Source: an optimization exercise on an open RTL-to-GDS flow (aim: small area and few clock cycles). Production flows keep margins and buffers that such runs may drop.
In this exercise RTL edits were held to simulation tests only and were not proved equivalent to the original.
In runs 1 to 3, 5 and 6 the design's own scripts or RTL, not TritonCTS, make the clock network.
No driver is modelled on the clock port, so clock power and skew are understated where the tree is cut down; a real chip needs a root buffer or a tree.
Power is estimated from default activity; no workload was simulated.

<file path="flow/design.v">
`default_nettype none
package dsv_pkg;
    localparam logic [7:0] CHAR_SLASH = 8'h2F;
    localparam logic [13:0] YEAR_MIN_RESET = 14'd2000;
    localparam logic [13:0] YEAR_MAX_RESET = 14'd2999;
    localparam logic CFG_YEAR_MIN = 1'b0;
    localparam logic CFG_YEAR_MAX = 1'b1;
    localparam logic [3:0] ERR_OK       = 4'd0;
    localparam logic [3:0] ERR_MISSING  = 4'd1;
    localparam logic [3:0] ERR_EXTRA    = 4'd2;
    localparam logic [3:0] ERR_EMPTY    = 4'd3;
    localparam logic [3:0] ERR_NONDIGIT = 4'd4;
    localparam logic [3:0] ERR_OVERFLOW = 4'd5;
    localparam logic [3:0] ERR_MONTH    = 4'd6;
    localparam logic [3:0] ERR_YEAR     = 4'd7;
    localparam logic [3:0] ERR_DAY      = 4'd8;
    localparam logic [3:0] MONTH_BIG = 4'hF;
    localparam logic [3:0] NDIG_OVF  = 4'd14;
    localparam logic [3:0] NDIG_LOCK = 4'd15;
    localparam logic [1:0] CMP_EQ    = 2'd0;
    localparam logic [1:0] CMP_LT    = 2'd1;
    localparam logic [1:0] CMP_GT    = 2'd2;
    localparam logic [1:0] CMP_EMPTY = 2'd3;
    typedef struct packed {
        logic [1:0]  slash_count;
        logic [3:0]  ndig;
        logic [1:0]  cmp;
        logic        nondigit;
        logic [4:0]  day;
        logic [3:0]  month;
        logic        year_big;
        logic [13:0] year;
        logic        zero1;
        logic        zero2;
    } t_parts;
    function automatic logic [15:0] add16(input logic [15:0] a, input logic [15:0] b);
        logic [15:0] s;
        logic        c;
        c = 1'b0;
        for (int i = 0; i < 16; i++) begin
            s[i] = a[i] ^ b[i] ^ c;
            c    = (a[i] & b[i]) | (c & (a[i] ^ b[i]));
        end
        add16 = s;
    endfunction
    function automatic logic lt16(input logic [15:0] a, input logic [15:0] b);
        logic lt;
        lt = 1'b0;
        for (int i = 0; i < 16; i++) begin
            lt = (~a[i] & b[i]) | (~a[i] & lt) | (b[i] & lt);
        end
        lt16 = lt;
    endfunction
endpackage
`default_nettype wire
`default_nettype none
module dsv_accum (
    input  wire logic     i_clk,
    input  wire logic     i_rst_n,
    input  wire logic     i_take,
    input  wire logic [8:0] i_beat,
    output dsv_pkg::t_parts o_state
);
    dsv_pkg::t_parts r_state;
    dsv_pkg::t_parts n_state;
    logic        r_fresh;
    logic [1:0]  slash_count;
    logic [3:0]  ndig;
    logic [1:0]  cmp;
    logic        nondigit;
    logic [4:0]  day;
    logic [7:0]  ch;
    logic [3:0]  d;
    logic        is_slash;
    logic        is_digit;
    logic        sticky;
    logic        sig;
    logic [3:0]  lim;
    logic [1:0]  ncmp;
    logic [4:0]  day_sum;
    logic        day_carry;
    logic [13:0] year_sum;
    logic        year_carry;
    logic        c;
    assign ch       = i_beat[8:1];
    assign d        = ch[3:0];
    assign is_slash = ch == dsv_pkg::CHAR_SLASH;
    assign is_digit = ch[7:4] == 4'h3 && !(d[3] && (d[2] || d[1]));
    assign slash_count = r_fresh ? 2'd0 : r_state.slash_count;
    assign ndig        = r_fresh ? 4'd0 : r_state.ndig;
    assign cmp         = r_fresh ? dsv_pkg::CMP_EMPTY : r_state.cmp;
    assign nondigit    = !r_fresh && r_state.nondigit;
    assign day         = r_fresh ? 5'd0 : r_state.day;
    assign sticky = ndig[3] && ndig[2] && ndig[1];
    always_comb begin
        case (ndig)
            4'd0: lim = 4'd2;
            4'd1: lim = 4'd1;
            4'd2: lim = 4'd4;
            4'd3: lim = 4'd7;
            4'd4: lim = 4'd4;
            4'd5: lim = 4'd8;
            4'd6: lim = 4'd3;
            4'd7: lim = 4'd6;
            4'd8: lim = 4'd4;
            default: lim = 4'd7;
        endcase
    end
    always_comb begin
        year_sum[0] = d[0];
        year_sum[1] = r_state.year[0] ^ d[1];
        c           = r_state.year[0] & d[1];
        year_sum[2] = r_state.year[1] ^ d[2] ^ c;
        c           = (r_state.year[1] & d[2]) | (c & (r_state.year[1] ^ d[2]));
        year_sum[3] = r_state.year[2] ^ r_state.year[0] ^ (d[3] | c);
        c           = (r_state.year[2] & r_state.year[0])
                    | ((d[3] | c) & (r_state.year[2] ^ r_state.year[0]));
        for (int i = 4; i < 14; i++) begin
            year_sum[i] = r_state.year[i-1] ^ r_state.year[i-3] ^ c;
            c           = (r_state.year[i-1] & r_state.year[i-3])
                        | (c & (r_state.year[i-1] ^ r_state.year[i-3]));
        end
        year_carry = c | r_state.year[13] | r_state.year[12] | r_state.year[11];
        day_sum[0] = d[0];
        day_sum[1] = day[0] ^ d[1];
        c          = day[0] & d[1];
        day_sum[2] = day[1] ^ d[2] ^ c;
        c          = (day[1] & d[2]) | (c & (day[1] ^ d[2]));
        day_sum[3] = day[2] ^ day[0] ^ (d[3] | c);
        c          = (day[2] & day[0]) | ((d[3] | c) & (day[2] ^ day[0]));
        day_sum[4] = day[3] ^ day[1] ^ c;
        c          = (day[3] & day[1]) | (c & (day[3] ^ day[1]));
        day_carry  = c | day[4] | day[3] | day[2];
    end
    always_comb begin
        n_state = r_state;
        n_state.slash_count = slash_count;
        n_state.ndig        = ndig;
        n_state.cmp         = cmp;
        n_state.nondigit    = nondigit;
        n_state.day         = day;
        sig = ndig != 4'd0 || d != 4'd0;
        if (cmp != dsv_pkg::CMP_EQ && cmp != dsv_pkg::CMP_EMPTY) begin
            ncmp = cmp;
        end else if (dsv_pkg::lt16({12'b0, d}, {12'b0, lim})) begin
            ncmp = dsv_pkg::CMP_LT;
        end else if (d != lim) begin
            ncmp = dsv_pkg::CMP_GT;
        end else begin
            ncmp = dsv_pkg::CMP_EQ;
        end
        if (is_slash) begin
            n_state.slash_count = {slash_count[1] | slash_count[0], slash_count[1] | ~slash_count[0]};
            n_state.cmp = dsv_pkg::CMP_EMPTY;
            if (ndig == dsv_pkg::NDIG_LOCK || cmp == dsv_pkg::CMP_EMPTY || nondigit) begin
                n_state.ndig = dsv_pkg::NDIG_LOCK;
            end else if (ndig != dsv_pkg::NDIG_OVF) begin
                n_state.ndig = 4'd0;
            end
            if (slash_count == 2'd0) begin
                n_state.month = 4'd0;
            end
            n_state.year_big = 1'b0;
            n_state.year     = 14'd0;
            n_state.zero1    = 1'b1;
            n_state.zero2    = 1'b1;
        end else begin
            if (ndig != dsv_pkg::NDIG_LOCK && !is_digit) begin
                n_state.nondigit = 1'b1;
            end
            if (cmp == dsv_pkg::CMP_EMPTY) begin
                n_state.cmp = dsv_pkg::CMP_EQ;
            end
            if (sig && !sticky) begin
                n_state.cmp = ncmp;
                if (ndig == 4'd10 || (ndig == 4'd9 && ncmp == dsv_pkg::CMP_GT)) begin
                    n_state.ndig = dsv_pkg::NDIG_OVF;
                end else begin
                    n_state.ndig = 4'(dsv_pkg::add16({12'b0, ndig}, 16'd1));
                end
            end
            if (slash_count == 2'd0) begin
                if (day_carry || (ndig != 4'd0 && day == 5'd0)) begin
                    n_state.day = 5'd0;
                end else begin
                    n_state.day = day_sum;
                end
            end
            if (slash_count == 2'd1) begin
                if (r_state.month == 4'd0) begin
                    n_state.month = d;
                end else if (r_state.month == 4'd1 && !d[3] && !d[2] && !(d[1] && d[0])) begin
                    n_state.month = {1'b1, d[1], !d[1], d[0]};
                end else begin
                    n_state.month = dsv_pkg::MONTH_BIG;
                end
            end
            n_state.year = year_sum;
            if (year_carry) begin
                n_state.year_big = 1'b1;
            end
            n_state.zero2 = r_state.zero1;
            n_state.zero1 = d == 4'd0;
        end
    end
    always_ff @(posedge i_clk) begin
        if (!i_rst_n) begin
            r_fresh <= 1'b1;
        end else if (i_take) begin
            r_fresh <= i_beat[0];
        end
    end
    always_ff @(posedge i_clk) begin
        if (i_take) begin
            r_state <= n_state;
        end
    end
    assign o_state = r_state;
endmodule
`default_nettype wire
`default_nettype none
module dsv_judge (
    input  wire logic [13:0] i_year_min_n,
    input  wire logic [13:0] i_year_max_n,
    input  wire dsv_pkg::t_parts i_snap,
    output logic [26:0]      o_data
);
    logic       leap;
    logic       feb;
    logic       m30;
    logic       day_bad;
    logic [3:0] code;
    logic       c_max;
    logic       c_min;
    logic       above_max;
    logic       below_min;
    always_comb begin
        c_max = 1'b0;
        c_min = 1'b1;
        for (int i = 0; i < 14; i++) begin
            c_max = (i_snap.year[i] & i_year_max_n[i]) | (c_max & (i_snap.year[i] | i_year_max_n[i]));
            c_min = (i_snap.year[i] & i_year_min_n[i]) | (c_min & (i_snap.year[i] | i_year_min_n[i]));
        end
        above_max = c_max;
        below_min = !c_min;
    end
    always_comb begin
        leap = i_snap.year[1:0] == 2'b00
            && (!(i_snap.zero1 && i_snap.zero2) || i_snap.year[3:2] == 2'b00);
        feb  = i_snap.month == 4'd2;
        m30  = i_snap.month == 4'd4 || i_snap.month == 4'd6
            || i_snap.month == 4'd9 || i_snap.month == 4'd11;
        day_bad = i_snap.day == 5'd0
               || (i_snap.day == 5'd29 && feb && !leap)
               || (i_snap.day == 5'd30 && feb)
               || (i_snap.day == 5'd31 && (feb || m30));
        if (i_snap.slash_count < 2'd2) begin
            code = dsv_pkg::ERR_MISSING;
        end else if (i_snap.slash_count == 2'd3) begin
            code = dsv_pkg::ERR_EXTRA;
        end else if (i_snap.ndig == dsv_pkg::NDIG_LOCK) begin
            code = i_snap.nondigit ? dsv_pkg::ERR_NONDIGIT : dsv_pkg::ERR_EMPTY;
        end else if (i_snap.cmp == dsv_pkg::CMP_EMPTY) begin
            code = dsv_pkg::ERR_EMPTY;
        end else if (i_snap.nondigit) begin
            code = dsv_pkg::ERR_NONDIGIT;
        end else if (i_snap.ndig == dsv_pkg::NDIG_OVF) begin
            code = dsv_pkg::ERR_OVERFLOW;
        end else if (i_snap.month == 4'd0 || (i_snap.month[3] && i_snap.month[2] && (i_snap.month[1] || i_snap.month[0]))) begin
            code = dsv_pkg::ERR_MONTH;
        end else if (i_snap.year_big || below_min || above_max) begin
            code = dsv_pkg::ERR_YEAR;
        end else if (day_bad) begin
            code = dsv_pkg::ERR_DAY;
        end else begin
            code = dsv_pkg::ERR_OK;
        end
        o_data = '0;
        o_data[26:23] = code;
        if (code == dsv_pkg::ERR_OK) begin
            o_data[22:18] = i_snap.day;
            o_data[17:14] = i_snap.month;
            o_data[13:0]  = i_snap.year;
        end
    end
endmodule
`default_nettype wire
`default_nettype none
module date_string_validator (
    input  wire logic        i_clk,
    input  wire logic        i_rst_n,
    input  wire logic        i_valid,
    output logic             o_stall,
    input  wire logic [8:0]  i_data,
    output logic             o_valid,
    input  wire logic        i_stall,
    output logic [26:0] o_data,
    input  wire logic        i_cfg_we,
    input  wire logic        i_cfg_index,
    input  wire logic [13:0] i_cfg_data
);
    logic        r_valid;
    logic        take;
    logic [13:0] r_year_min_n;
    logic [13:0] r_year_max_n;
    dsv_pkg::t_parts state;
    assign o_stall = r_valid && i_stall;
    assign take    = i_valid && !o_stall;
    assign o_valid = r_valid;
    always_ff @(posedge i_clk) begin
        if (!i_rst_n) begin
            r_valid <= 1'b0;
        end else if (!o_stall) begin
            r_valid <= take && i_data[0];
        end
    end
    always_ff @(posedge i_clk) begin
        if (!i_rst_n) begin
            r_year_min_n <= ~dsv_pkg::YEAR_MIN_RESET;
            r_year_max_n <= ~dsv_pkg::YEAR_MAX_RESET;
        end else if (i_cfg_we) begin
            if (i_cfg_index == dsv_pkg::CFG_YEAR_MIN) begin
                r_year_min_n <= ~i_cfg_data;
            end
            if (i_cfg_index == dsv_pkg::CFG_YEAR_MAX) begin
                r_year_max_n <= ~i_cfg_data;
            end
        end
    end
    dsv_accum u_accum (
        .i_clk   (i_clk),
        .i_rst_n (i_rst_n),
        .i_take  (take && i_rst_n),
        .i_beat  (i_data),
        .o_state (state)
    );
    dsv_judge u_judge (
        .i_year_min_n (r_year_min_n),
        .i_year_max_n (r_year_max_n),
        .i_snap     (state),
        .o_data     (o_data)
    );
endmodule
`default_nettype wire
</file>
<file path="flow/flow/run.sh">
#!/bin/bash
# The standard synthesis, then its combinational logic re-mapped for area
# by ABC (every register kept, same cell and name), then the standard
# layout with two changes: the port buffers are made from the smallest
# buffer cell, and the clock tree is a flat one of a few buffers
# (flow/pre_cts.tcl).
set -euo pipefail
HERE=$(pwd)
R=$HERE/orfs/results/$FLOW_PLATFORM/date_string_validator/base
L=$HERE/orfs/logs/$FLOW_PLATFORM/date_string_validator/base
YOSYS=$(command -v yosys || echo "$FLOW_HOME/../tools/install/yosys/bin/yosys")

bash standard.sh synth > standard_synth.log 2>&1
cp "$R/1_2_yosys.v" "$HERE/synth_standard.v"

LIB=$FLOW_HOME/platforms/$FLOW_PLATFORM/lib/sky130_fd_sc_hd__tt_025C_1v80.lib
DU=$(grep -o -- "-dont_use [A-Za-z0-9_]*" "$L/1_2_yosys.log" | sort -u | tr '\n' ' ')
SEQ=$(grep -o "sky130_fd_sc_hd__[a-z0-9_]*" synth_standard.v | sort -u | grep -E "__(e?s?df|dl|sedf)" | tr '\n' ' ')
# ABC's deep synthesis is a randomised search: run it from a few seeds side by
# side and keep the smallest netlist.
best=""
best_area=""
for seed in 1 2 3 4; do
  mkdir -p "reopt_$seed"
  sed "s/&deepsyn -T 60/\&deepsyn -T 60 -S $seed/" flow/area.abc > "reopt_$seed/area.abc"
  sed -e "s#@LIB@#$LIB#g" -e "s#@SEQ@#$SEQ#" -e "s#@DU@#$DU#" \
      -e "s#@IN@#$HERE/synth_standard.v#" -e "s#@OUT@#$HERE/reopt_$seed/out.v#g" \
      -e "s#@SCRIPT@#$HERE/reopt_$seed/area.abc#" -e "s#@TOP@#$FLOW_TOP#g" flow/reopt.ys > "reopt_$seed/reopt.ys"
  ( cd "reopt_$seed" && "$YOSYS" -s reopt.ys > "$HERE/reopt_$seed.log" 2>&1 ) &
done
wait
for seed in 1 2 3 4; do
  area=$(grep "Chip area" "reopt_$seed.log" | tail -1 | awk '{print $NF}')
  [[ -n "$area" && -f "reopt_$seed/out.v" ]] || continue
  if [[ -z "$best" ]] || awk "BEGIN{exit !($area < $best_area)}"; then
    best=$seed
    best_area=$area
  fi
done
echo "reopt: seed $best, area $best_area" > reopt.log
cp "reopt_$best/out.v" "$R/1_2_yosys.v"
rm -f "$R/1_synth.odb" "$R/1_synth.sdc"

export FLAT_CTS_BUFFER=sky130_fd_sc_hd__clkbuf_8
export FLAT_CTS_GROUPS=4
export FLAT_CTS_BIG_BUFFER=sky130_fd_sc_hd__clkbuf_16
export FLAT_CTS_MAX_SLEW=0.105
bash standard.sh "BUFFER_PORTS_ARGS=-buffer_cell sky130_fd_sc_hd__buf_1" \
    "PRE_CTS_TCL=$HERE/flow/pre_cts.tcl" finish > standard.log 2>&1
</file>
<file path="flow/flow/area.abc">
strash
&get -n
&deepsyn -T 60
&put
balance -l; resub -K 6 -l; rewrite -l; resub -K 6 -N 2 -l; refactor -l; resub -K 8 -l; balance -l; resub -K 8 -N 2 -l; rewrite -l; resub -K 10 -l; rewrite -z -l; resub -K 10 -N 2 -l; balance -l; resub -K 12 -l; refactor -z -l; resub -K 12 -N 2 -l; rewrite -z -l; balance -l
&get -n
&st
&dch -f
&nf -a -R 1000
&put
mfs3 -a
strash
&get -n
&st
&dch -f
&nf -a -R 1000
&put
mfs3 -a
topo
</file>
<file path="flow/flow/flat_clock_tree.tcl">
# A flat clock tree: the register clock pins are split into k groups of
# nearly equal size by place (balanced k-means on their positions), and
# each group is driven by one clock buffer placed at the group's centre.
# The clock port feeds only the k buffer inputs.
proc flat_clock_tree { port_net_name master_name k } {
  set block [ord::get_db_block]
  set master [[ord::get_db] findMaster $master_name]
  set clk [$block findNet $port_net_name]
  set pins {}
  foreach it [$clk getITerms] {
    set loc [[$it getInst] getLocation]
    lappend pins [list $it [lindex $loc 0] [lindex $loc 1]]
  }
  set n [llength $pins]
  # Start the centres on pins spread through the list sorted by x.
  set sorted [lsort -integer -index 1 $pins]
  set cx {}
  set cy {}
  for {set c 0} {$c < $k} {incr c} {
    set p [lindex $sorted [expr {($c * $n + $n / 2) / $k}]]
    lappend cx [lindex $p 1]
    lappend cy [lindex $p 2]
  }
  # Balanced k-means: each group takes at most ceil(n / k) pins, handed out
  # nearest first.
  set cap [expr {($n + $k - 1) / $k}]
  for {set iter 0} {$iter < 20} {incr iter} {
    set pairs {}
    for {set i 0} {$i < $n} {incr i} {
      set p [lindex $pins $i]
      for {set c 0} {$c < $k} {incr c} {
        set d [expr {abs([lindex $p 1] - [lindex $cx $c]) + abs([lindex $p 2] - [lindex $cy $c])}]
        lappend pairs [list $d $i $c]
      }
    }
    set assign [lrepeat $n -1]
    set size [lrepeat $k 0]
    foreach pr [lsort -integer -index 0 $pairs] {
      lassign $pr d i c
      if {[lindex $assign $i] < 0 && [lindex $size $c] < $cap} {
        lset assign $i $c
        lset size $c [expr {[lindex $size $c] + 1}]
      }
    }
    for {set c 0} {$c < $k} {incr c} {
      set sx 0; set sy 0; set m 0
      foreach p $pins a $assign {
        if {$a == $c} { incr sx [lindex $p 1]; incr sy [lindex $p 2]; incr m }
      }
      if {$m > 0} {
        lset cx $c [expr {$sx / $m}]
        lset cy $c [expr {$sy / $m}]
      }
    }
  }
  for {set c 0} {$c < $k} {incr c} {
    set leaf [odb::dbNet_create $block "${port_net_name}_leaf_$c"]
    $leaf setSigType CLOCK
    set buf [odb::dbInst_create $block $master "${port_net_name}_leaf_buf_$c"]
    [$buf findITerm A] connect $clk
    [$buf findITerm X] connect $leaf
    $buf setLocation [lindex $cx $c] [lindex $cy $c]
    $buf setPlacementStatus PLACED
    set m 0
    foreach p $pins a $assign {
      if {$a == $c} {
        set it [lindex $p 0]
        $it disconnect
        $it connect $leaf
        incr m
      }
    }
    puts "flat_clock_tree: $master_name $c drives $m clock pins"
  }
  # Give a group whose register clock pins would see a slow edge (by the
  # placement estimate) the next larger buffer.
  set_propagated_clock [all_clocks]
  estimate_parasitics -placement
  for {set c 0} {$c < $k} {incr c} {
    set mx 0
    foreach p [get_pins -of_objects [get_nets "${port_net_name}_leaf_$c"] -filter "direction==input"] {
      set sl [get_property $p slew_max]
      if {$sl > $mx} { set mx $sl }
    }
    if {$mx > $::env(FLAT_CTS_MAX_SLEW)} {
      set buf [$block findInst "${port_net_name}_leaf_buf_$c"]
      $buf swapMaster [[ord::get_db] findMaster $::env(FLAT_CTS_BIG_BUFFER)]
      puts "flat_clock_tree: group $c slew $mx, buffer now $::env(FLAT_CTS_BIG_BUFFER)"
    }
  }
}
</file>
<file path="flow/flow/pre_cts.tcl">
# Sourced by ORFS's cts.tcl just before it calls clock_tree_synthesis.
# The design's few registers need no multi-level tree: the call is replaced
# by flat_clock_tree, which clusters the register clock pins into a few
# groups by place and drives each group from one clock buffer, all fed
# straight from the clock port.
source [file join [file dirname [info script]] flat_clock_tree.tcl]
rename clock_tree_synthesis orfs_clock_tree_synthesis
proc clock_tree_synthesis { args } {
  set clk_port [lindex [get_property [lindex [all_clocks] 0] sources] 0]
  flat_clock_tree [get_full_name $clk_port] $::env(FLAT_CTS_BUFFER) $::env(FLAT_CTS_GROUPS)
  set_propagated_clock [all_clocks]
}
</file>
<file path="flow/flow/reopt.ys">
# Re-map the standard synthesis's combinational logic for area. Registers
# (sequential cells) stay as they are, as black boxes with their names.
read_liberty -ignore_miss_func @LIB@
blackbox @SEQ@
read_verilog @IN@
hierarchy -top @TOP@
flatten
opt_clean -purge
abc -liberty @LIB@ @DU@ -script @SCRIPT@
opt_clean -purge
hilomap -singleton -hicell sky130_fd_sc_hd__conb_1 HI -locell sky130_fd_sc_hd__conb_1 LO
insbuf -buf sky130_fd_sc_hd__buf_4 A X
splitnets
opt_clean -purge
stat -liberty @LIB@
write_verilog -noattr -nohex -nodec @OUT@

# The written netlist on its own, with every cell a library black box.
design -reset
read_liberty -lib @LIB@
read_verilog @OUT@
hierarchy -check -top @TOP@
check -assert -mapped
stat -liberty @LIB@
</file>
<file path="flow/standard.sh">
#!/bin/bash
# synth_recipe.tcl (not shown) runs the flow's synth.tcl, then flattens the netlist and writes it again
# the make line also repeats each setting of config.mk as NAME=value (left out here)
make -C /OpenROAD-flow-scripts/flow DESIGN_CONFIG=/design/flow/config.mk WORK_HOME=/design/flow/orfs CLKGATE_MAP_FILE= SYNTH_SCRIPT=/design/flow/synth_recipe.tcl "${@:-finish}"
</file>
<file path="flow/config.mk">
export PLATFORM = sky130hd
export DESIGN_NAME = date_string_validator
export DESIGN_NICKNAME = date_string_validator
export VERILOG_FILES = /design/flow/design.v
export SDC_FILE = /design/flow/constraint.sdc
export NUM_CORES = 4
export LEC_CHECK = 0
export ABC_AREA = 1
export CAP_MARGIN = 20
export CORE_MARGIN = 2
export CORE_UTILIZATION = 70
export GPL_TIMING_DRIVEN = 0
export SLEW_MARGIN = 20
</file>
<file path="flow/constraint.sdc">
create_clock -name core_clock -period 7.0 [get_ports {i_clk}]
set_input_delay 1.4000 -clock core_clock [delete_from_list [all_inputs] [get_ports {i_clk}]]
set_output_delay 1.4000 -clock core_clock [all_outputs]
set_load 0.01 [all_outputs]
</file>
==> results of run 1 <==
[path summary, 6_finish.rpt]
| path | depth (start not counted) | endpoint | startpoint | slack [ps] |
|---|---|---|---|---|
| hold reg to reg | 2 | r_year_min_n[4] | r_year_min_n[4] | 480 |
| hold / removal | 2 | r_year_min_n[4] | r_year_min_n[4] | 480 |
| setup reg to reg | 17 | u_accum.r_state[15] | u_accum.r_state[3] | 2150 |
| setup / recovery | 18 | u_accum.r_state[15] | i_data[2] | 920 |
[layer usage]
| layer | routed length [um] | part of all wire, % | GRT usage (%) | up-vias |
|---|---|---|---|---|
| li1 | - | - | - | 1603 |
| met1 | 3690 | 43 | 45.5 | 1556 |
| met2 | 4080 | 48 | 52.0 | 159 |
| met3 | 677 | 7.9 | 2.98 | 16 |
| met4 | 128 | 1.5 | 7.14 | 0 |
| met5 | 0 | 0 | 0 | - |
[worst min-delay path: cells and delay by family (launching register included)]
family | cells | cell delay, ps
simple gates | 1 | 50
flops | 1 | 340
compound gates | 1 | 60
[per-stage QoR]
stage	hold WS [ps]	utilization [%]
4_1_cts	481	80.7
3_5_place_dp	458	79.3
3_3_place_gp	440	79.0
5_1_grt	512	80.7
6_report	478	80.7
2_1_floorplan	426	-
[flip-flops by register name, indices dropped and copies added, names as in the netlist]
| register | cells |
|---|---|
| r_year_min_n | 14 |
| u_accum.r_state | 35 |
| u_accum.r_fresh | 1 |
| r_year_max_n | 14 |
| r_valid | 1 |
[cell type report]
type                       count  area, sq um  share of cell area (%)
buffer                         4         66.3                    1.73
inverter                      10         37.5                   0.978
multi-input combinational    323         1770                    46.2
sequential                    65         1650                    43.0
tap                           67         83.8                    2.18
timing repair buffer          58          225                    5.87
[layout by cell type, fill, tap and decap left out, types with 9 or more instances in the layout]
| cell type | instances |
|---|---|
| o22ai_1 | 11 |
| buf_1 | 57 |
| dfxtp_1 | 30 |
| nor3_1 | 12 |
| and2_0 | 28 |
| nand3_1 | 11 |
| o21ai_0 | 47 |
| nor2_1 | 46 |
| nand2_1 | 49 |
| xor2_1 | 9 |
| edfxtp_1 | 35 |
| clkinv_1 | 9 |
| a21oi_1 | 43 |
[power by group through the flow]
stage | clock network, mW | registers (mW) | logic, mW
2_1_floorplan | 0 | 0.458 | 0.0788
3_3_place_gp | 0 | 0.466 | 0.102
3_5_place_dp | 0 | 0.467 | 0.109
4_1_cts | 0.164 | 0.458 | 0.110
5_1_grt | 0.175 | 0.463 | 0.125
6_report | 0.165 | 0.459 | 0.112
==> results_dict.tcl, run 1 <==
set metrics [dict create \
    ctsHoldBuffers 0 \
    track_usage_pct 31.4 \
    placed_cells 523 \
    fin_setup_tns_ps 0 \
    drc 0 \
    drive_gt1_share_pct 1.52 \
    post_cts_buffers 0 \
    p_seq_share_pct 62.4 \
    wl_per_cell_um 16.3 \
    layout.nets 491 \
    firstDrtPassIters 5 \
    syn-cell-area_sq_um 3460 \
    via_per_inst 6.33 \
    antenna_found_initial 0 \
    cp.buffers_inverters 1 \
    ant_nets 0 \
    p_leak_nw 1.27 \
    clk_latency_ps 160 \
    crit_type "input pin to flip-flop" \
    setup_slack_ps 916 \
    clockPowerShare_pct 22.4 \
    crit_slowest_cell "maj3_1" \
    dieHeight_um 74.3 \
    num_rows 25 \
    dieArea_sq_um 5520 \
    finalMaxSlewViolations 0 \
    fin_crit_ps 6080 \
    gp_congestion 0.868 \
    routed_wl_um 8580 \
    place_hpwl_um 6140 \
    fmax_ghz 0.164 \
    first_iter_violations 360 \
    synth_area_per_cell_sq_um 8.69 \
    end_kind "flip-flop" \
    ys_warn_count 3 \
    timing.final.hold_violations 0 \
    grt_pass1_vias 2902 \
    diodes 0 \
    cp_cell_sequence "buf_1, a21oi_1, nand2_1, a21o_1, nor2_1, or3_1, nand2_1, maj3_1, and2_0, a21oi_1, o21ai_0, maj3_1, maj3_1, maj3_1, maj3_1, maj3_1, o21ai_0, a21oi_1" \
    post-route-period-util_pct 86.9 \
    gr-total-overflow 0 \
    vdd_drop_max_mv 0.224 \
    grt_pass1_wl_um 13700 \
    cp_common_cell "maj3_1" \
    dpl_cell_area_sq_um 3770 \
    initial_core_util_pct 72.7 \
    clkSlewWorstSetupHoldPaths_ps 100 \
    arrival_ps 6000 \
    core_area_sq_um 4750 \
    p_sw_mw 0.195 \
    relSlewSlack_pct 51.6 \
    power_switching_share_pct 26.5 \
    layout.cell_area.non_filler_sq_um 3840 \
    crit_path_start_kind "input pin" \
    synthCells 398 \
    total_power_mw 0.735 \
    power_frac_comb_pct 15.2 \
    fillers 319 \
    cpPeakStageDelay_ps 430 \
    holdCritPathClass "flip-flop to flip-flop" \
    p_int_mw 0.540 \
    num_vias 3334 \
    worst_pin_slew_ps 726 \
    grt_max_degree 31 \
    required_ps 6920 \
    syn2layout_area_growth_pct 11.0 \
    drv_cap 0 \
    port_buffers 57 \
    rsz0062_at_grt "no" \
    crit_family "adder cells" \
    pre_cts_ws_ps 844 \
    ios 58 \
    cts_repair_resize_count 0 \
    powerDensity_nw_per_um2 192 \
    status "finished clean" \
    critPathMaxFanout 16 \
    syn_nets 427 \
    layout.cells.non_filler 527 \
    setup_violations 0 \
    die_x_um 74.3 \
    finalClockSkew_ps 21.1 \
]
Testbench counts, summed over its fixed seeds: cycles 32,331.
==> run 2: changes to the inputs <==
--- a/flow/flow/run.sh
+++ b/flow/flow/run.sh
@@ -27,10 +27,10 @@
       -e "s#@IN@#$HERE/synth_standard.v#" -e "s#@OUT@#$HERE/reopt_$seed/out.v#g" \
       -e "s#@SCRIPT@#$HERE/reopt_$seed/area.abc#" -e "s#@TOP@#$FLOW_TOP#g" flow/reopt.ys > "reopt_$seed/reopt.ys"
-  ( cd "reopt_$seed" && "$YOSYS" -s reopt.ys > "$HERE/reopt_$seed.log" 2>&1 ) &
+  ( cd "reopt_$seed" && "$YOSYS" -s reopt.ys > "$HERE/reopt_$seed.log" 2>&1 && touch done ) &
 done
 wait
 for seed in 1 2 3 4; do
-  area=$(grep "Chip area" "reopt_$seed.log" | tail -1 | awk '{print $NF}')
-  [[ -n "$area" && -f "reopt_$seed/out.v" ]] || continue
+  area=$( (grep "Chip area" "reopt_$seed.log" || true) | tail -1 | awk '{print $NF}')
+  [[ -n "$area" && -f "reopt_$seed/done" ]] || continue
   if [[ -z "$best" ]] || awk "BEGIN{exit !($area < $best_area)}"; then
     best=$seed
@@ -38,6 +38,9 @@
   fi
 done
-echo "reopt: seed $best, area $best_area" > reopt.log
-cp "reopt_$best/out.v" "$R/1_2_yosys.v"
+# A seed on which ABC fails is skipped; if all fail, the standard netlist stays.
+echo "reopt: seed ${best:-none}, area ${best_area:-none}" > reopt.log
+if [[ -n "$best" ]]; then
+  cp "reopt_$best/out.v" "$R/1_2_yosys.v"
+fi
 rm -f "$R/1_synth.odb" "$R/1_synth.sdc"
 
==> run 2 against run 1 <==
Still clean on timing, DRC and antenna. Setup slack gained 63 ps. Clock power decreased by 11%. Register-to-register slack lost 40 ps. Synthesized cell count grew 0.50%. Largest cell class unchanged.
==> results_dict.tcl, run 2 <==
set metrics [dict create \
    status "finished clean" \
    r2r_end "u_accum.r_state[16]" \
    r2r_setup_slack_ps 2110 \
    grt_pass1_wl_um 13100 \
    drc 0 \
    diodes 0 \
    initial_core_util_pct 73.5 \
    largest_register_ffs 35 \
    final_cell_mix "buf_1, o21ai_0, nand2_1, a21oi_1, nor2_1" \
    min_to "r_year_max_n[0]" \
    dieArea_sq_um 5570 \
    fin_crit_ps 6020 \
    powerDensity_nw_per_um2 186 \
    die_x_um 74.6 \
    core_area_sq_um 4750 \
    crit_slowest_cell "buf_1" \
    hold_path_depth 2 \
    grt_max_degree 31 \
    setup_violations 0 \
    track_usage_pct 29.4 \
    post-route-period-util_pct 86.0 \
    fmax_ghz 0.166 \
    routed.top_layer "met4" \
    grt_pass1_vias 2824 \
    clk_latency_ps 160 \
    cts_repair_resize_count 0 \
    place_hpwl_um 5840 \
    p_sw_mw 0.189 \
    power_switching_share_pct 26.3 \
    relSlewSlack_pct 44.4 \
    layout.nets 493 \
    cpPeakStageDelay_ps 440 \
    p_seq_share_pct 63.6 \
    synth_area_per_cell_sq_um 8.73 \
    ys_warn_count 3 \
    first_iter_violations 358 \
    finalMaxSlewViolations 0 \
    cp_common_cell "maj3_1" \
    gr-total-overflow 0 \
    wl_met1_um 3650 \
    power_frac_comb_pct 16.0 \
    antenna_found_initial 0 \
    syn-cell-area_sq_um 3490 \
    clockPowerShare_pct 20.4 \
    top_regs "u_accum.r_state x35, r_year_max_n x14, r_year_min_n x14" \
    num_vias 3293 \
    setup_slack_ps 979 \
    largest_register "u_accum.r_state" \
    holdCritPathClass "flip-flop to flip-flop" \
    ctsHoldBuffers 0 \
    min_from "r_year_max_n[0]" \
    finalClockSkew_ps 12.1 \
    synthCells 400 \
    syn_nets 429 \
    wl_met3_um 528 \
    via_per_inst 6.22 \
    rsz0062_at_grt "no" \
    clkSlewWorstSetupHoldPaths_ps 100 \
    drive_gt1_share_pct 1.30 \
    end_kind "flip-flop" \
    required_ps 6870 \
    dieHeight_um 74.6 \
    ios 58 \
    r2r_start "u_accum.r_state[3]" \
    p_leak_nw 1.27 \
    routed_wl_um 8280 \
    arrival_ps 5890 \
    drv_cap 0 \
    firstDrtPassIters 5 \
    cp_cell_sequence "buf_1, a21oi_1, nand2_1, a21oi_1, a22o_1, nand2_1, a31oi_1, and2_0, a21o_1, maj3_1, maj3_1, maj3_1, maj3_1, maj3_1, maj3_1, xor2_1, a21oi_1, a21oi_1" \
    num_rows 25 \
    crit_type "input pin to flip-flop" \
    critPathMaxFanout 14 \
    p_int_mw 0.531 \
    worst_pin_slew_ps 833 \
    syn2layout_area_growth_pct 10.6 \
    route.met2.wl_um 3970 \
    pre_cts_ws_ps 819 \
    timing.final.hold_violations 0 \
    crit_path_start_kind "input pin" \
    whs_ps 474 \
    vdd_drop_max_mv 0.165 \
    post_cts_buffers 0 \
    ant_nets 0 \
    fin_setup_tns_ps 0 \
    gp_congestion 0.846 \
    port_buffers 57 \
    mostFrequentLayoutCell "buf_1" \
    r2r_cells 16 \
    wl_per_cell_um 15.7 \
]
[run 2: worst max-delay path: cells and delay by family]
family	cells	cell delay (ps)
adders and majority gates	6	2380
AOI/OAI and AO/OA	7	1120
buffers and inverters	1	440
and+or+nand+nor	3	360
xor gates and xnor gates	1	180
[run 2: per-stage QoR]
step           instances  cell area [sq um]  power (mW)  utilization, %
3_3_place_gp         524               3790       0.572            79.7
2_1_floorplan        400               3490       0.541               -
6_report             529               3860       0.721            81.3
5_1_grt              529               3860       0.751            81.3
4_1_cts              528               3850       0.716            80.9
3_5_place_dp         524               3790       0.579            79.8
[run 2: worst max-delay path by stage]
stage | start | endpoint | slack, ps | cells after the start
after global routing | i_data[2] | u_accum.r_state[16] | 750 | 18
after global placement | i_data[2] | u_accum.r_state[16] | 920 | 18
after detailed placement | i_data[3] | u_accum.r_state[16] | 820 | 18
after floorplan | i_data[2] | u_accum.r_state[16] | 1620 | 16
after CTS | i_data[3] | u_accum.r_state[16] | 980 | 18
final | i_data[2] | u_accum.r_state[16] | 980 | 18
[run 2: layout make-up]
cell class,instances,area [sq um]
multi-input cells,328,1820
plain buffers,4,55.1
inverters,7,26.3
well taps,67,83.8
flip-flops and latches,65,1650
fillers,331,891
repair buffers,58,229
[run 2: power by group through the flow]
stage	sequential (mW)	clock (mW)	combinational, mW
floorplan	0.458	0	0.0838
global placement	0.465	0	0.107
detailed placement	0.466	0	0.112
CTS	0.457	0.145	0.113
global route	0.462	0.159	0.129
finish	0.458	0.147	0.115
[run 2: routing by layer]
layer  track usage [%]  up-vias
li1                  -     1613
met5                 0        -
met3              3.08       16
met2              49.6      129
met4              4.76        0
met1              42.3     1535
==> run 3: changes to the inputs <==
--- a/flow/flow/run.sh
+++ b/flow/flow/run.sh
@@ -19,7 +19,6 @@
 # ABC's deep synthesis is a randomised search: run it from a few seeds side by
 # side and keep the smallest netlist.
-best=""
-best_area=""
-for seed in 1 2 3 4; do
+SEEDS="1 2 3 4 5 6 7 8"
+for seed in $SEEDS; do
   mkdir -p "reopt_$seed"
   sed "s/&deepsyn -T 60/\&deepsyn -T 60 -S $seed/" flow/area.abc > "reopt_$seed/area.abc"
@@ -27,8 +26,11 @@
       -e "s#@IN@#$HERE/synth_standard.v#" -e "s#@OUT@#$HERE/reopt_$seed/out.v#g" \
       -e "s#@SCRIPT@#$HERE/reopt_$seed/area.abc#" -e "s#@TOP@#$FLOW_TOP#g" flow/reopt.ys > "reopt_$seed/reopt.ys"
-  ( cd "reopt_$seed" && "$YOSYS" -s reopt.ys > "$HERE/reopt_$seed.log" 2>&1 && touch done ) &
 done
-wait
-for seed in 1 2 3 4; do
+export YOSYS HERE
+printf '%s\n' $SEEDS | xargs -P "${NUM_CORES:-4}" -I{} bash -c \
+  'cd "$HERE/reopt_{}" && "$YOSYS" -s reopt.ys > "$HERE/reopt_{}.log" 2>&1 && touch done || true'
+best=""
+best_area=""
+for seed in $SEEDS; do
   area=$( (grep "Chip area" "reopt_$seed.log" || true) | tail -1 | awk '{print $NF}')
   [[ -n "$area" && -f "reopt_$seed/done" ]] || continue
==> run 3 against run 2 <==
Register-to-register slack gained 100 ps. Die area is 0.37% lower. Setup slack gained 180 ps. Largest cell class unchanged. Largest power group unchanged. Highest routed layer unchanged.
==> results_dict.tcl, run 3 <==
set metrics [dict create \
    core_area_sq_um 4750 \
    placed_cells 515 \
    via_per_inst 6.49 \
    antenna_found_initial 0 \
    crit_type "input pin to flip-flop" \
    firstDrtPassIters 5 \
    die_x_um 74.5 \
    end_kind "flip-flop" \
    fin_crit_ps 5840 \
    largest_register "u_accum.r_state" \
    num_rows 25 \
    grt_max_degree 31 \
    drc 0 \
    initial_core_util_pct 73.2 \
    port_buffers 57 \
    top_regs "u_accum.r_state x35, r_year_max_n x14, r_year_min_n x14" \
    ant_nets 0 \
    layout.cells.non_filler 520 \
    finalClockSkew_ps 10.8 \
    final_util_pct 81.5 \
    track_usage_pct 30.2 \
    ctsHoldBuffers 0 \
    ios 58 \
    whs_ps 491 \
    fillers 340 \
    grt_pass1_vias 2804 \
    rsz0062_at_grt "no" \
    syn2layout_area_growth_pct 11.4 \
    clk_latency_ps 160 \
    relSlewSlack_pct 46.5 \
    drv_cap 0 \
    finalMaxSlewViolations 0 \
    post_cts_buffers 0 \
    post-route-period-util_pct 83.4 \
    first_iter_violations 435 \
    vdd_drop_max_mv 0.190 \
    place_hpwl_um 6070 \
    setup_slack_ps 1160 \
    worst_pin_slew_ps 802 \
    ys_warn_count 3 \
    dieArea_sq_um 5550 \
    cts_repair_resize_count 0 \
    dieHeight_um 74.5 \
    syn-cell-area_sq_um 3480 \
    synth_area_per_cell_sq_um 8.92 \
    holdCritPathClass "flip-flop to flip-flop" \
    crit_path_start_kind "input pin" \
    status "finished clean" \
    grt_pass1_wl_um 13200 \
    gp_congestion 0.895 \
    powerDensity_nw_per_um2 186 \
    clkSlewWorstSetupHoldPaths_ps 100 \
    final_cell_mix "buf_1, o21ai_0, a21oi_1, nand2_1, nor2_1" \
    pre_cts_ws_ps 1110 \
    largest_register_ffs 35 \
    diodes 0 \
    synthCells 390 \
    wl_per_cell_um 16.6 \
    fin_setup_tns_ps 0 \
    mostFrequentLayoutCell "buf_1" \
    routed_wl_um 8660 \
    layout.nets 484 \
    fmax_ghz 0.171 \
    num_vias 3374 \
    drive_gt1_share_pct 1.55 \
    critPathMaxFanout 16 \
    p_leak_nw 1.27 \
    syn_nets 419 \
    required_ps 6910 \
    gr-total-overflow 0 \
    timing.final.hold_violations 0 \
    setup_violations 0 \
    arrival_ps 5750 \
]
-- run 3: power breakdown --
part           total (mW)  internal [mW]  switching (mW)
clock network       0.147         0.0531          0.0939
registers           0.458          0.428          0.0306
logic               0.115         0.0483          0.0670
-- run 3: worst max-delay path, stage by stage --
cell and delay, ps:
buf_1 330, nand2_1 230, o21ai_0 140, nand2b_1 180
o21ai_0 140, a21oi_1 160, maj3_1 410, maj3_1 410
maj3_1 410, maj3_1 380, and2_0 180, a21o_1 180
maj3_1 390, o21ai_0 140, a21oi_1 160, a21oi_1 180
xnor2_1 100, o21ai_0 150, a21oi_1 60
-- run 3: path summary, 6_finish.rpt --
kind                      start                   to  slack, ps  cells after the start
min reg2reg     r_year_min_n[6]      r_year_min_n[6]        490                      2
min             r_year_min_n[6]      r_year_min_n[6]        490                      2
max reg2reg  u_accum.r_state[3]  u_accum.r_state[15]       2210                     18
max                   i_data[2]  u_accum.r_state[15]       1160                     19
-- run 3: layout make-up --
class | count | area [sq um] | area share (%)
plain buffers | 4 | 55.1 | 1.42
inverters | 6 | 22.5 | 0.581
multi-input cells | 319 | 1810 | 46.7
flip-flops and latches | 65 | 1650 | 42.6
well taps | 67 | 83.8 | 2.16
repair buffers | 59 | 253 | 6.52
-- run 3: metrics by stage --
step	area (sq um)	power [mW]
6_report	3880	0.721
5_1_grt	3880	0.748
4_1_cts	3850	0.716
3_5_place_dp	3790	0.576
3_3_place_gp	3780	0.569
2_1_floorplan	3480	0.537
-- run 3: per-layer routing --
layer,vias up,GRT usage (%),wire length (um)
met5,-,0,0
li1,1605,-,-
met3,24,1.90,745
met1,1556,44.0,3680
met2,189,50.4,4020
met4,0,5.75,207
==> run 4: changes to the inputs <==
--- a/flow/design.v
+++ b/flow/design.v
@@ -188,7 +188,8 @@
             end
             if (slash_count == 2'd1) begin
-                if (r_state.month == 4'd0) begin
+                if (ndig == 4'd0) begin
                     n_state.month = d;
-                end else if (r_state.month == 4'd1 && !d[3] && !d[2] && !(d[1] && d[0])) begin
+                end else if (ndig == 4'd1 && r_state.month[3:1] == 3'd0
+                             && !d[3] && !d[2] && !(d[1] && d[0])) begin
                     n_state.month = {1'b1, d[1], !d[1], d[0]};
                 end else begin
--- a/flow/config.mk
+++ b/flow/config.mk
@@ -9,5 +9,5 @@
 export CAP_MARGIN = 20
 export CORE_MARGIN = 2
-export CORE_UTILIZATION = 70
+export CORE_UTILIZATION = 85
 export GPL_TIMING_DRIVEN = 0
 export SLEW_MARGIN = 20
==> run 4 against run 3 <==
The run now fails in 3_1_place_gp_skip_io. Synthesized cell count grew 2.3%. Synthesized area shrank 0.14%.
==> results_dict.tcl, run 4 <==
set metrics [dict create \
    dieHeight_um 67.9 \
    lastStage "3_1_place_gp_skip_io" \
    num_rows 23 \
    error "[ERROR GPL-0301] Utilization 100.852 % exceeds 100%." \
    syn-cell-area_sq_um 3470 \
    status "aborted with a tool error" \
    initial_core_util_pct 87.5 \
    synth_area_per_cell_sq_um 8.71 \
    ys_warn_count 3 \
    die_x_um 67.9 \
    synthCells 399 \
    syn_nets 428 \
]
Testbench counts of run 4, summed over its fixed seeds: cycles 32,331.
==> run 5: changes to the inputs <==
--- a/flow/config.mk
+++ b/flow/config.mk
@@ -9,5 +9,5 @@
 export CAP_MARGIN = 20
 export CORE_MARGIN = 2
-export CORE_UTILIZATION = 85
+export CORE_UTILIZATION = 55
 export GPL_TIMING_DRIVEN = 0
 export SLEW_MARGIN = 20
==> run 5 against run 4 <==
Synthesized area is the same. Synthesized cell count stayed put. Now clean on timing, DRC and antenna.
==> results_dict.tcl, run 5 <==
set metrics [dict create \
    status "finished clean" \
    arrival_ps 4230 \
    post-route-period-util_pct 80.5 \
    crit_type "flip-flop to output port" \
    ctsHoldBuffers 0 \
    vdd_drop_max_mv 0.213 \
    gr-total-overflow 0 \
    syn-cell-area_sq_um 3470 \
    initial_core_util_pct 57.7 \
    layout.cell_area.non_filler_sq_um 3920 \
    grt_max_degree 22 \
    placed_cells 534 \
    firstDrtPassIters 6 \
    place_hpwl_um 6260 \
    layout.nets 494 \
    track_usage_pct 23.8 \
    dieArea_sq_um 6970 \
    synth_area_per_cell_sq_um 8.71 \
    gp_congestion 0.847 \
    rsz0062_at_grt "no" \
    num_vias 3344 \
    cts_repair_resize_count 0 \
    largest_register_ffs 35 \
    min_from "r_year_min_n[6]" \
    num_rows 28 \
    min_to "r_year_min_n[6]" \
    clkSlewWorstSetupHoldPaths_ps 100 \
    ys_warn_count 3 \
    via_per_inst 6.22 \
    crit_slowest_cell "nor3_2" \
    final_cell_mix "buf_1, nand2_1, a21oi_1, o21ai_0, nor2_1" \
    worst_pin_slew_ps 664 \
    powerDensity_nw_per_um2 188 \
    holdCritPathClass "flip-flop to flip-flop" \
    largest_register "u_accum.r_state" \
    cpPeakStageDelay_ps 580 \
    final_util_pct 65.0 \
    end_kind "output port" \
    diodes 0 \
    finalMaxSlewViolations 0 \
    fin_crit_ps 5630 \
    dieHeight_um 83.5 \
    cp_cell_sequence "a22oi_1, a21oi_1, a21oi_1, o21ai_0, o221ai_1, a21oi_1, a221oi_1, o21ai_0, a222oi_1, o221ai_1, o21ai_0, nand3_1, nor3_2, buf_4, and2_0, buf_1" \
    r2r_setup_slack_ps 2870 \
    post_cts_buffers 0 \
    routed_wl_um 8490 \
    pre_cts_ws_ps 1630 \
    setup_violations 0 \
    mostFrequentLayoutCell "buf_1" \
    core_area_sq_um 6030 \
    top_regs "u_accum.r_state x35, r_year_max_n x14, r_year_min_n x14" \
    r2r_start "u_accum.r_state[3]" \
    timing.final.hold_violations 0 \
    drv_cap 0 \
    antenna_found_initial 0 \
    ios 58 \
    crit_path_start_kind "flip-flop" \
    port_buffers 57 \
    fmax_ghz 0.178 \
    drive_gt1_share_pct 1.94 \
    first_iter_violations 281 \
    synthCells 399 \
    fin_setup_tns_ps 0 \
    drc 0 \
    p_leak_nw 1.33 \
    grt_pass1_vias 2853 \
    die_x_um 83.5 \
    r2r_end "u_accum.r_state[15]" \
    finalClockSkew_ps 23.9 \
    required_ps 5600 \
    critPathMaxFanout 14 \
    r2r_cells 24 \
    clk_latency_ps 160 \
    relSlewSlack_pct 55.7 \
    setup_slack_ps 1370 \
    wl_per_cell_um 15.8 \
    syn_nets 428 \
    grt_pass1_wl_um 14100 \
    dpl_cell_area_sq_um 3850 \
    ant_nets 0 \
    syn2layout_area_growth_pct 12.7 \
    layout.cells.non_filler 538 \
    hold_path_depth 2 \
]
run 5: report_power, final:
| group | total (mW) | switching (mW) | internal, mW |
|---|---|---|---|
| registers | 0.457 | 0.0286 | 0.428 |
| logic | 0.116 | 0.0669 | 0.0493 |
| clock network | 0.161 | 0.0958 | 0.0656 |
| total | 0.735 | 0.191 | 0.543 |
run 5: worst max-delay path: cells and delay by family (launching register included):
| family | cells | cell delay [ps] |
|---|---|---|
| AO/OA/AOI/OAI | 11 | 2130 |
| AND/OR/NAND/NOR | 3 | 960 |
| flip-flops | 1 | 550 |
| buffers and inverters | 2 | 450 |
run 5: worst max-delay path by stage:
stage                            start                   to  slack, ps  cells after the start
floorplan           u_accum.r_state[3]            o_data[0]       2160                     14
global placement             i_data[2]  u_accum.r_state[19]        290                      6
detailed placement  u_accum.r_state[3]           o_data[13]       1630                     16
CTS                 u_accum.r_state[3]           o_data[13]       1440                     16
global route        u_accum.r_state[3]            o_data[9]       1030                     16
finish              u_accum.r_state[3]            o_data[8]       1370                     16
run 5: cell type report:
type	instances	area, sq um
multi-input combinational	326	1810
sequential	65	1650
fill	532	2110
timing repair buffer	60	260
inverter	8	30.0
buffer	4	66.3
tap	75	93.8
run 5: layer usage:
metal	part of all wire, %	track usage (%)
met4	1.2	3.52
met2	45	38.4
met5	0	0
met1	46	36.1
met3	7.5	1.78
run 5: stage by stage:
| step | power (mW) | hold slack [ps] |
|---|---|---|
| 2_1_floorplan | 0.539 | 425 |
| 3_3_place_gp | 0.573 | 456 |
| 3_5_place_dp | 0.580 | 462 |
| 4_1_cts | 0.735 | 485 |
| 5_1_grt | 0.769 | 505 |
| 6_report | 0.735 | 484 |
==> run 6: changes to the inputs <==
--- a/flow/config.mk
+++ b/flow/config.mk
@@ -9,5 +9,5 @@
 export CAP_MARGIN = 20
 export CORE_MARGIN = 2
-export CORE_UTILIZATION = 55
+export CORE_UTILIZATION = 70
 export GPL_TIMING_DRIVEN = 0
 export SLEW_MARGIN = 20
==> run 6 against run 5 <==
Utilization up 16 points. Via count up 2.0%. Clock power fell by 7%. Die area fell by 20%. Power shrank 1.5%. Synthesized area is the same. Synthesized cell count unchanged. Setup slack improved by 62 ps. Sequential power is essentially flat. Critical path type unchanged. Critical endpoint unchanged. Largest cell class unchanged.
==> results_dict.tcl, run 6 <==
set metrics [dict create \
    ios 58 \
    fin_crit_ps 5570 \
    clkSlewWorstSetupHoldPaths_ps 100 \
    place_hpwl_um 6160 \
    largest_register_ffs 35 \
    mostFrequentLayoutCell "buf_1" \
    final_cell_mix "buf_1, nand2_1, a21oi_1, o21ai_0, nor2_1" \
    diodes 0 \
    grt_max_degree 31 \
    num_rows 25 \
    cpPeakStageDelay_ps 580 \
    holdCritPathClass "flip-flop to flip-flop" \
    fin_setup_tns_ps 0 \
    p_leak_nw 1.32 \
    clk_latency_ps 160 \
    ff_latch_area_sq_um 1650 \
    finalMaxSlewViolations 0 \
    port_buffers 57 \
    crit_slowest_cell "edfxtp_1" \
    r2r_cells 24 \
    end_kind "output port" \
    placed_cells 525 \
    cts_repair_resize_count 0 \
    post_cts_buffers 0 \
    grt_pass1_vias 2916 \
    largest_register "u_accum.r_state" \
    core_area_sq_um 4750 \
    relSlewSlack_pct 56.7 \
    status "finished clean" \
    track_usage_pct 31.1 \
    setup_violations 0 \
    vdd_drop_max_mv 0.226 \
    layout.cells.non_filler 529 \
    fmax_ghz 0.179 \
    drc 0 \
    r2r_setup_slack_ps 2700 \
    cp.buffers_inverters 2 \
    path_depth 16 \
    cp_cell_sequence "a22oi_1, a21oi_1, a21oi_1, o21ai_0, o221ai_1, a21oi_1, a221oi_1, o21ai_0, a222oi_1, o221ai_1, o21ai_0, nand3_1, nor3_2, buf_6, and2_0, buf_1" \
    gp_congestion 0.929 \
    grt_use_met2_pct 51.2 \
    firstDrtPassIters 5 \
    required_ps 5600 \
    powerDensity_nw_per_um2 187 \
    arrival_ps 4170 \
    multi_input_area_sq_um 1810 \
    synth_area_per_cell_sq_um 8.71 \
    fillers 334 \
    routed_wl_um 8640 \
    dieArea_sq_um 5540 \
    r2r_start "u_accum.r_state[3]" \
    r2r_end "u_accum.r_state[15]" \
    dieHeight_um 74.5 \
    drive_gt1_share_pct 1.95 \
    via_per_inst 6.45 \
    cp-endpoint "o_data[8]" \
    layout.nets 493 \
    die_x_um 74.5 \
    ant_nets 0 \
    crit_family "compound AO/OA/AOI/OAI gates" \
    worst_pin_slew_ps 643 \
    grt_pass1_wl_um 13700 \
    syn_nets 428 \
    initial_core_util_pct 73.1 \
    crit_type "flip-flop to output port" \
    wl_per_cell_um 16.3 \
    syn-cell-area_sq_um 3470 \
    crit_start "u_accum.r_state[3]" \
    ctsHoldBuffers 0 \
    synthCells 399 \
    use_met1_pct 46.5 \
    num_vias 3412 \
    grt_use_met3_pct 2.44 \
    grt_busiest_layer "met2" \
    whs_ps 491 \
    rsz0062_at_grt "no" \
    antenna_found_initial 0 \
    gr-total-overflow 0 \
    timing.final.hold_violations 0 \
    crit_path_start_kind "flip-flop" \
    first_iter_violations 370 \
    post-route-period-util_pct 79.6 \
    ys_warn_count 3 \
    top_regs "u_accum.r_state x35, r_year_max_n x14, r_year_min_n x14" \
    finalClockSkew_ps 10.7 \
    critPathMaxFanout 17 \
    syn2layout_area_growth_pct 11.3 \
    drv_cap 0 \
]
-- run 6: worst min-delay path by stage --
stage	from	end	depth (start not counted)
after CTS	r_year_max_n[0]	r_year_max_n[0]	2
final	r_year_max_n[0]	r_year_max_n[0]	2
after floorplan	r_year_max_n[0]	r_year_max_n[0]	2
after global routing	r_year_max_n[0]	r_year_max_n[0]	2
after global placement	r_year_min_n[6]	r_year_min_n[6]	2
after detailed placement	r_year_max_n[0]	r_year_max_n[0]	2
-- run 6: worst min-delay path, delay by kind of cell, from the launching register on --
| kind | cells | cell delay (ps) |
|---|---|---|
| flip-flops | 1 | 340 |
| AND/OR/NAND/NOR | 1 | 50 |
| AO/OA/AOI/OAI | 1 | 60 |
-- run 6: stage by stage --
step                util, %  area, sq um  power [mW]  setup WS, ps
floorplan                 -         3470       0.539          2160
global placement       79.3         3770       0.571           492
detailed placement     80.2         3810       0.579          1650
CTS                    81.3         3870       0.718          1510
global route           81.3         3870       0.754           939
finish                 81.3         3870       0.724          1430
-- run 6: final cells by class --
type	count	share of cell area, %
buffer	4	1.42
sequential	65	42.7
multi-input combinational	326	46.9
timing repair buffer	59	6.02
tap	67	2.17
inverter	8	0.777
-- run 6: power breakdown --
group | leakage, nW | switching, mW | total, mW | internal, mW
Sequential | 0.570 | 0.0287 | 0.457 | 0.429
Clock | 0.0288 | 0.0961 | 0.149 | 0.0532
Combinational | 0.723 | 0.0694 | 0.117 | 0.0477
-- run 6: routing by layer --
| layer | vias to the layer above | share of wire (%) |
|---|---|---|
| met2 | 190 | 49 |
| met5 | - | 0 |
| li1 | 1620 | - |
| met1 | 1588 | 41 |
| met3 | 14 | 9.1 |
| met4 | 0 | 1.2 |

## separate check: timing with driven ports
Ports are ideal in the flow. The routed layouts listed here were re-timed in OpenROAD.
Step 1 (the two cells are an assumption about what drives the block):
set clk [get_ports {i_clk}]
set_driving_cell -lib_cell sky130_fd_sc_hd__clkbuf_16 $clk
set_driving_cell -lib_cell sky130_fd_sc_hd__buf_2 [delete_from_list [all_inputs] $clk]
Step 2, shift: input delay + t, output delay - t, t = (earliest + latest rising clock arrival at the registers) / 2. This alone moves slack from input paths to output paths.
Three values: ideal ports, drivers, drivers and shift; two values: the first two.
| run | t, ns | slack for setup (ns) | pins driven straight from the clock port |
|---|---|---|---|
| run 1 | 0.210 | 0.916 / 0.958 / 0.749 | 4 |
| run 2 | 0.213 | 0.979 / 1.011 / 0.798 | 4 |
| run 3 | 0.213 | 1.159 / 1.195 / 0.981 | 4 |
| run 5 | 0.215 | 1.366 / 1.298 / 1.513 | 4 |
| run 6 | 0.221 | 1.428 / 1.366 / 1.477 | 4 |
After both steps every run listed still meets setup and hold. The setup slack of run 2, which loses most, moves by +0.032 ns with the drivers and by -0.181 ns with both steps.
